What follows belongs to an exercise in optimizing a design on an open flow for small area; a production flow would make more cautious choices.
The RTL was checked by simulation tests, not by an equivalence proof against the original design.
No activity file was given, so power comes from the tool's default toggle rates.

// led_ring_buffer_shift_driver_unit
module led_ring_buffer_shift_driver_unit (
   input  wire logic                       clock,
   input  wire logic                       reset,
   input  wire logic                       start,
   output logic                            busy,
   input  wire logic [3:0]                 req_op,
   input  wire logic [lrb_pkg::SecW-1:0]   req_section,
   input  wire logic [7:0]                 req_data_byte,
   input  wire logic [lrb_pkg::LedW-1:0]   req_led_number,
   input  wire logic                       req_direction,
   input  wire logic [5:0]                 req_steps,
   input  wire logic                       req_do_refresh,
   input  wire logic [lrb_pkg::RingW-1:0]  req_wheel_bits,
   output logic                            rsp_valid,
   output logic                            rsp_kind,
   output logic                            rsp_serial_bit,
   output logic                            rsp_latch_enable,
   output logic [7:0]                      rsp_read_data,
   output logic                            rsp_last
);
Size: about 5000 sq um of cells after synthesis.
export LEC_CHECK = 0
export ABC_AREA = 1
export CAP_MARGIN = 20
export CORE_MARGIN = 2
export CORE_UTILIZATION = 45
export GPL_TIMING_DRIVEN = 0
export SLEW_MARGIN = 20
create_clock -name core_clock -period 5.5 [get_ports {clock}]
standard.sh (not shown) runs the stock make flow with config.mk's settings and CLKGATE_MAP_FILE= SYNTH_SCRIPT=/design/flow/synth_recipe.tcl, a recipe that flattens the netlist after the stock synthesis.
==> flow/flow/run.sh <==
#!/bin/bash
# Own flow: the standard synthesis, then the combinational logic between
# the registers is mapped again by ABC for area (amap), keeping every register
# cell and its name, then the standard layout from floorplan to finish.
set -euo pipefail
W=$(pwd)
R=$W/orfs/results/$FLOW_PLATFORM/led_ring_buffer_shift_driver_unit/base
L=$W/orfs/logs/$FLOW_PLATFORM/led_ring_buffer_shift_driver_unit/base
O=$W/orfs/objects/$FLOW_PLATFORM/led_ring_buffer_shift_driver_unit/base

bash standard.sh synth > $W/synth_standard.log 2>&1

LIB=$(ls $FLOW_HOME/platforms/$FLOW_PLATFORM/lib/sky130_fd_sc_hd__tt_025C_1v80.lib)
DU=$(grep -m1 -o -- '-dont_use .* -constr' $L/1_2_yosys.log | sed 's/ -constr$//')
cp $R/1_2_yosys.v $W/standard_1_2_yosys.v

yosys -p "
read_liberty -ignore_miss_func $LIB
read_verilog -overwrite $W/standard_1_2_yosys.v
hierarchy -top $FLOW_TOP
setattr -mod -set keep_hierarchy 1 sky130_fd_sc_hd__df* sky130_fd_sc_hd__edf* sky130_fd_sc_hd__sdf* sky130_fd_sc_hd__dl*
setattr -mod -set keep_hierarchy 1 sky130_fd_sc_hd__conb_1
flatten -noscopeinfo
rename -hide w:*.*
opt_clean
select $FLOW_TOP
abc -script $W/flow/area.abc -liberty $LIB $DU -constr $O/abc.constr -D 5500
read_liberty -lib -ignore_redef $LIB
setundef -zero
splitnets
opt_clean
hilomap -singleton -hicell sky130_fd_sc_hd__conb_1 HI -locell sky130_fd_sc_hd__conb_1 LO
opt_clean
tee -o $W/remap_stat.txt stat -liberty $LIB
check -assert -mapped
write_verilog -noattr -nohex -nodec -selected $W/remap_1_2_yosys.v
" > $W/remap_yosys.log 2>&1

cp $W/remap_1_2_yosys.v $R/1_2_yosys.v
# Port buffers: the smallest buffer instead of the default pick. Clock tree:
# small clock buffers and no dummy loads.
export BUFFER_PORTS_ARGS="-buffer_cell sky130_fd_sc_hd__buf_1"
export CTS_ARGS="-sink_clustering_enable -repair_clock_nets -dont_use_dummy_load -buf_list {sky130_fd_sc_hd__clkbuf_1 sky130_fd_sc_hd__clkbuf_2 sky130_fd_sc_hd__clkbuf_4}"
bash standard.sh finish > $W/layout_standard.log 2>&1
==> flow/flow/area.abc <==
strash
ifraig
dch
amap
strash
dch
amap
The baseline finished with timing, DRC and antenna clean.
Edit:
--- a/flow/config.mk
+++ b/flow/config.mk
@@ -8,6 +8,5 @@
 export ABC_AREA = 1
-export CAP_MARGIN = 20
+export CAP_MARGIN = 0
 export CORE_MARGIN = 2
 export CORE_UTILIZATION = 45
-export GPL_TIMING_DRIVEN = 0
-export SLEW_MARGIN = 20
+export SLEW_MARGIN = 0
Hold slack stays flat. Worst setup slack gets better by 580 ps. Non-clock buffer count rises by 4. Synthesized area does not change.
Edit:
--- a/flow/flow/run.sh
+++ b/flow/flow/run.sh
@@ -39,6 +39,2 @@
 cp $W/remap_1_2_yosys.v $R/1_2_yosys.v
-# Port buffers: the smallest buffer instead of the default pick. Clock tree:
-# small clock buffers and no dummy loads.
-export BUFFER_PORTS_ARGS="-buffer_cell sky130_fd_sc_hd__buf_1"
-export CTS_ARGS="-sink_clustering_enable -repair_clock_nets -dont_use_dummy_load -buf_list {sky130_fd_sc_hd__clkbuf_1 sky130_fd_sc_hd__clkbuf_2 sky130_fd_sc_hd__clkbuf_4}"
 bash standard.sh finish > $W/layout_standard.log 2>&1
--- a/flow/config.mk
+++ b/flow/config.mk
@@ -8,5 +8,5 @@
 export ABC_AREA = 1
-export CAP_MARGIN = 0
+export CAP_MARGIN = 20
 export CORE_MARGIN = 2
-export CORE_UTILIZATION = 45
-export SLEW_MARGIN = 0
+export CORE_UTILIZATION = 40
+export SLEW_MARGIN = 20
- The changed run produced a clean layout
- wire length came out higher by about 5%
- setup slack got worse by 280 ps
- power came out higher by about 24%
- flip-flop and latch count stays the same
Edit:
--- a/flow/flow/run.sh
+++ b/flow/flow/run.sh
@@ -39,2 +39,6 @@
 cp $W/remap_1_2_yosys.v $R/1_2_yosys.v
+# Port buffers: the smallest buffer instead of the default pick. Clock tree:
+# small clock buffers and no dummy loads.
+export BUFFER_PORTS_ARGS="-buffer_cell sky130_fd_sc_hd__buf_1"
+export CTS_ARGS="-sink_clustering_enable -repair_clock_nets -dont_use_dummy_load -buf_list {sky130_fd_sc_hd__clkbuf_1 sky130_fd_sc_hd__clkbuf_2 sky130_fd_sc_hd__clkbuf_4}"
 bash standard.sh finish > $W/layout_standard.log 2>&1
--- a/flow/config.mk
+++ b/flow/config.mk
@@ -10,3 +10,3 @@
 export CORE_MARGIN = 2
-export CORE_UTILIZATION = 40
+export CORE_UTILIZATION = 45
 export SLEW_MARGIN = 20
=> Worst setup slack improves by 250 ps. Sequential power hardly moves. Final area came out lower by about 12%. Utilization decreases by 0.81 points. Power decreases by about 20%. Routed wire length came out lower by 4.7%. Cell count came out lower by about 3.4%. First-iteration DRC count falls by 9.7%. Via count fell by about 0.65%. Die area drops by 11%.
Edit:
--- a/flow/flow/run.sh
+++ b/flow/flow/run.sh
@@ -42,3 +42,3 @@
 export BUFFER_PORTS_ARGS="-buffer_cell sky130_fd_sc_hd__buf_1"
-export CTS_ARGS="-sink_clustering_enable -repair_clock_nets -dont_use_dummy_load -buf_list {sky130_fd_sc_hd__clkbuf_1 sky130_fd_sc_hd__clkbuf_2 sky130_fd_sc_hd__clkbuf_4}"
+export CTS_ARGS="-sink_clustering_enable -repair_clock_nets -dont_use_dummy_load -sink_clustering_size 20 -sink_clustering_max_diameter 100 -root_buf sky130_fd_sc_hd__clkbuf_8 -buf_list {sky130_fd_sc_hd__clkbuf_4}"
 bash standard.sh finish > $W/layout_standard.log 2>&1
--- a/flow/config.mk
+++ b/flow/config.mk
@@ -11,2 +11,3 @@
 export CORE_UTILIZATION = 45
+export GPL_TIMING_DRIVEN = 0
 export SLEW_MARGIN = 20
- The new run went through all stages and came out clean
- critical path depth decreases by 2
- maximum frequency decreases by 13%
- synthesized cell count stays the same
- register-to-register slack is worse by 880 ps
- final area increases by 4.5%
- first-iteration DRC count increases by 9.3%
- count of clock-buffer cells in the layout does not change
- core utilization increases by 2.4 points
- worst setup slack is worse by 660 ps
- total power increases by 5.6%
Edit:
--- a/flow/flow/run.sh
+++ b/flow/flow/run.sh
@@ -42,3 +42,3 @@
 export BUFFER_PORTS_ARGS="-buffer_cell sky130_fd_sc_hd__buf_1"
-export CTS_ARGS="-sink_clustering_enable -repair_clock_nets -dont_use_dummy_load -sink_clustering_size 20 -sink_clustering_max_diameter 100 -root_buf sky130_fd_sc_hd__clkbuf_8 -buf_list {sky130_fd_sc_hd__clkbuf_4}"
+export CTS_ARGS="-sink_clustering_enable -repair_clock_nets -dont_use_dummy_load -root_buf sky130_fd_sc_hd__clkbuf_8 -buf_list {sky130_fd_sc_hd__clkbuf_4 sky130_fd_sc_hd__clkbuf_8}"
 bash standard.sh finish > $W/layout_standard.log 2>&1
--- a/flow/config.mk
+++ b/flow/config.mk
@@ -11,3 +11,2 @@
 export CORE_UTILIZATION = 45
-export GPL_TIMING_DRIVEN = 0
 export SLEW_MARGIN = 20
Outcome: The changed run finished clean; area after synthesis does not change; fmax climbs by about 15%; wire length climbs by 2.6%; setup slack improves by 660 ps; hold slack barely changes; sequential power climbs by about 0.8%; total power climbs by 0.47%.

---

led_ring_buffer_shift_driver_unit, a different RTL version from the one above (not shown whole).
Size in the first run: ~610 cells after synthesis, ~86 I/O pins.
==> flow/config.mk <==
export PLATFORM = sky130hd
export DESIGN_NAME = led_ring_buffer_shift_driver_unit
export DESIGN_NICKNAME = led_ring_buffer_shift_driver_unit
export VERILOG_FILES = /design/flow/design.v
export SDC_FILE = /design/flow/constraint.sdc
export NUM_CORES = 4
export LEC_CHECK = 0
export ABC_AREA = 1
export CAP_MARGIN = 20
export CORE_MARGIN = 2
export CORE_UTILIZATION = 45
export SLEW_MARGIN = 20
==> flow/constraint.sdc <==
create_clock -name core_clock -period 5.5 [get_ports {clock}]
set_input_delay 1.1000 -clock core_clock [delete_from_list [all_inputs] [get_ports {clock}]]
set_output_delay 1.1000 -clock core_clock [all_outputs]
set_load 0.01 [all_outputs]
==> flow/flow/run.sh <==
#!/bin/bash
# Own flow: the standard synthesis; then the combinational logic between
# the registers is mapped again by ABC for area with each recipe in
# flow/area*.abc, keeping every register cell and its name, and the smallest
# netlist is laid out by the standard flow from floorplan to finish.
set -euo pipefail
W=$(pwd)
R=$W/orfs/results/$FLOW_PLATFORM/led_ring_buffer_shift_driver_unit/base
L=$W/orfs/logs/$FLOW_PLATFORM/led_ring_buffer_shift_driver_unit/base
O=$W/orfs/objects/$FLOW_PLATFORM/led_ring_buffer_shift_driver_unit/base

bash standard.sh synth > $W/synth_standard.log 2>&1

LIB=$(ls $FLOW_HOME/platforms/$FLOW_PLATFORM/lib/sky130_fd_sc_hd__tt_025C_1v80.lib)
DU=$(grep -m1 -o -- '-dont_use .* -constr' $L/1_2_yosys.log | sed 's/ -constr$//')
cp $R/1_2_yosys.v $W/standard_1_2_yosys.v

best=""
best_area=""
for script in $W/flow/area*.abc; do
   n=$(basename $script .abc)
   if ! timeout 600 yosys -p "
read_liberty -ignore_miss_func $LIB
read_verilog -overwrite $W/standard_1_2_yosys.v
hierarchy -top $FLOW_TOP
setattr -mod -set keep_hierarchy 1 sky130_fd_sc_hd__df* sky130_fd_sc_hd__edf* sky130_fd_sc_hd__sdf* sky130_fd_sc_hd__dl*
setattr -mod -set keep_hierarchy 1 sky130_fd_sc_hd__conb_1
flatten -noscopeinfo
rename -hide w:*.*
opt_clean
select $FLOW_TOP
abc -script $script -liberty $LIB $DU -constr $O/abc.constr -D 5500
read_liberty -lib -ignore_redef $LIB
setundef -zero
splitnets
opt_clean
hilomap -singleton -hicell sky130_fd_sc_hd__conb_1 HI -locell sky130_fd_sc_hd__conb_1 LO
opt_clean
tee -o $W/remap_${n}_stat.txt stat -liberty $LIB
check -assert -mapped
write_verilog -noattr -nohex -nodec -selected $W/remap_${n}.v
" > $W/remap_${n}_yosys.log 2>&1; then
      echo "$n failed" >> $W/remap_choice.txt
      continue
   fi
   a=$(grep 'Chip area for module' $W/remap_${n}_stat.txt | awk '{print $NF}')
   echo "$n $a" >> $W/remap_choice.txt
   if [[ -z "$best" ]] || awk -v a="$a" -v b="$best_area" 'BEGIN { exit !(a < b) }'; then
      best=$n
      best_area=$a
   fi
done
echo "chosen $best $best_area" >> $W/remap_choice.txt
[[ -n "$best" ]]

cp $W/remap_${best}.v $R/1_2_yosys.v
# No setup repair at floorplan, before the high-fanout nets are buffered:
# that only upsizes their drivers. Timing is repaired after placement.
export REMOVE_ABC_BUFFERS=1
# After timing repair with global-route parasitics, downsize the gates that
# have slack to spare.
export RECOVER_POWER=100
# Port buffers: the smallest buffer instead of the default pick. Clock tree:
# small clock buffers and no dummy loads.
export BUFFER_PORTS_ARGS="-buffer_cell sky130_fd_sc_hd__buf_1"
export CTS_ARGS="-sink_clustering_enable -repair_clock_nets -dont_use_dummy_load -buf_list {sky130_fd_sc_hd__clkbuf_1 sky130_fd_sc_hd__clkbuf_2 sky130_fd_sc_hd__clkbuf_4}"
bash standard.sh finish > $W/layout_standard.log 2>&1
Other scripts of this flow, unchanged in this note and not shown: flow/flow/area1.abc, flow/flow/area2.abc, flow/flow/area4.abc, flow/flow/area5.abc, flow/flow/area6.abc, flow/flow/area7.abc, flow/flow/area8.abc
==> next run, changes <==
--- a/flow/flow/run.sh
+++ b/flow/flow/run.sh
@@ -58,7 +58,4 @@
 # that only upsizes their drivers. Timing is repaired after placement.
 export REMOVE_ABC_BUFFERS=1
-# After timing repair with global-route parasitics, downsize the gates that
-# have slack to spare.
-export RECOVER_POWER=100
 # Port buffers: the smallest buffer instead of the default pick. Clock tree:
 # small clock buffers and no dummy loads.
CORE_UTILIZATION = 35   (was 45)
Routed wire length goes up by about 6.5%.
Global-route usage goes down by 6.1 points.
Combinational power goes up by about 4%.
Sequential power hardly moves.
Sequential cell count is unchanged.
Final area goes up by 2.0%.
First-iteration DRC count goes down by 17%.
Fmax goes up by 1.7%.
==> next run, changes <==
CORE_UTILIZATION = 40   (was 35)
Effect: The new run finished with timing, DRC and antenna clean; wire length came out lower by a few percent; cell count came out lower by a few percent; worst hold slack is better by 0.015 ns; worst setup slack is worse by 0.073 ns; sequential cell count does not change.
==> next run, changes <==
CORE_UTILIZATION = 45   (was 40)
Outcome: Clock power grows by about 2%; power goes down by 0.75%; core utilization increases by 5.2 points.

-- static timing again, ports no longer ideal --
No port has a modelled driver above. Below, the same layouts with a new extraction and two added sets of constraints.
Step 1 (the two cells are an assumption about what drives the block):
set clk [get_ports {clock}]
set_driving_cell -lib_cell sky130_fd_sc_hd__clkbuf_16 $clk
set_driving_cell -lib_cell sky130_fd_sc_hd__buf_2 [delete_from_list [all_inputs] $clk]
Step 2 also shifts input and output timing later by t, the mid clock arrival at the registers, as if the neighbouring blocks saw the same clock.
Slacks: ideal ports / drivers / drivers and shift; pairs: ideal ports / drivers.
run | shift t [ns] | slack for setup (ns) | hold slack, ns
the first run of note 1 | 0.479 | 0.485 / 0.495 / 0.016 | 0.450 / 0.450 / 0.450
the second run of note 1 | 0.469 | 1.068 / 1.081 / 0.612 | 0.449 / 0.449 / 0.449
the third run of note 1 | 0.370 | 0.789 / 0.800 / 0.430 | 0.441 / 0.441 / 0.441
the fourth run of note 1 | 0.469 | 1.036 / 1.049 / 0.580 | 0.450 / 0.450 / 0.450
the fifth run of note 1 | 0.399 | 0.379 / 0.392 / -0.007 | 0.446 / 0.446 / 0.446
the sixth run of note 1 | 0.400 | 1.034 / 1.049 / 0.649 | 0.443 / 0.443 / 0.443
the first run of note 2 | 0.450 | 0.444 / 0.452 / 0.002 | 0.447 / 0.447 / 0.447
the second run of note 2 | 0.463 | 0.528 / 0.541 / 0.078 | 0.444 / 0.444 / 0.444
the third run of note 2 | 0.437 | 0.455 / 0.465 / 0.028 | 0.459 / 0.459 / 0.459
the fourth run of note 2 | 0.455 | 0.453 / 0.463 / 0.008 | 0.446 / 0.446 / 0.446
Met with ideal ports but missed after step 2: setup timing in the fifth run of note 1. For the first run of note 1, which loses most, drivers alone change the setup slack by +0.010 ns; drivers and shift together by -0.469 ns.
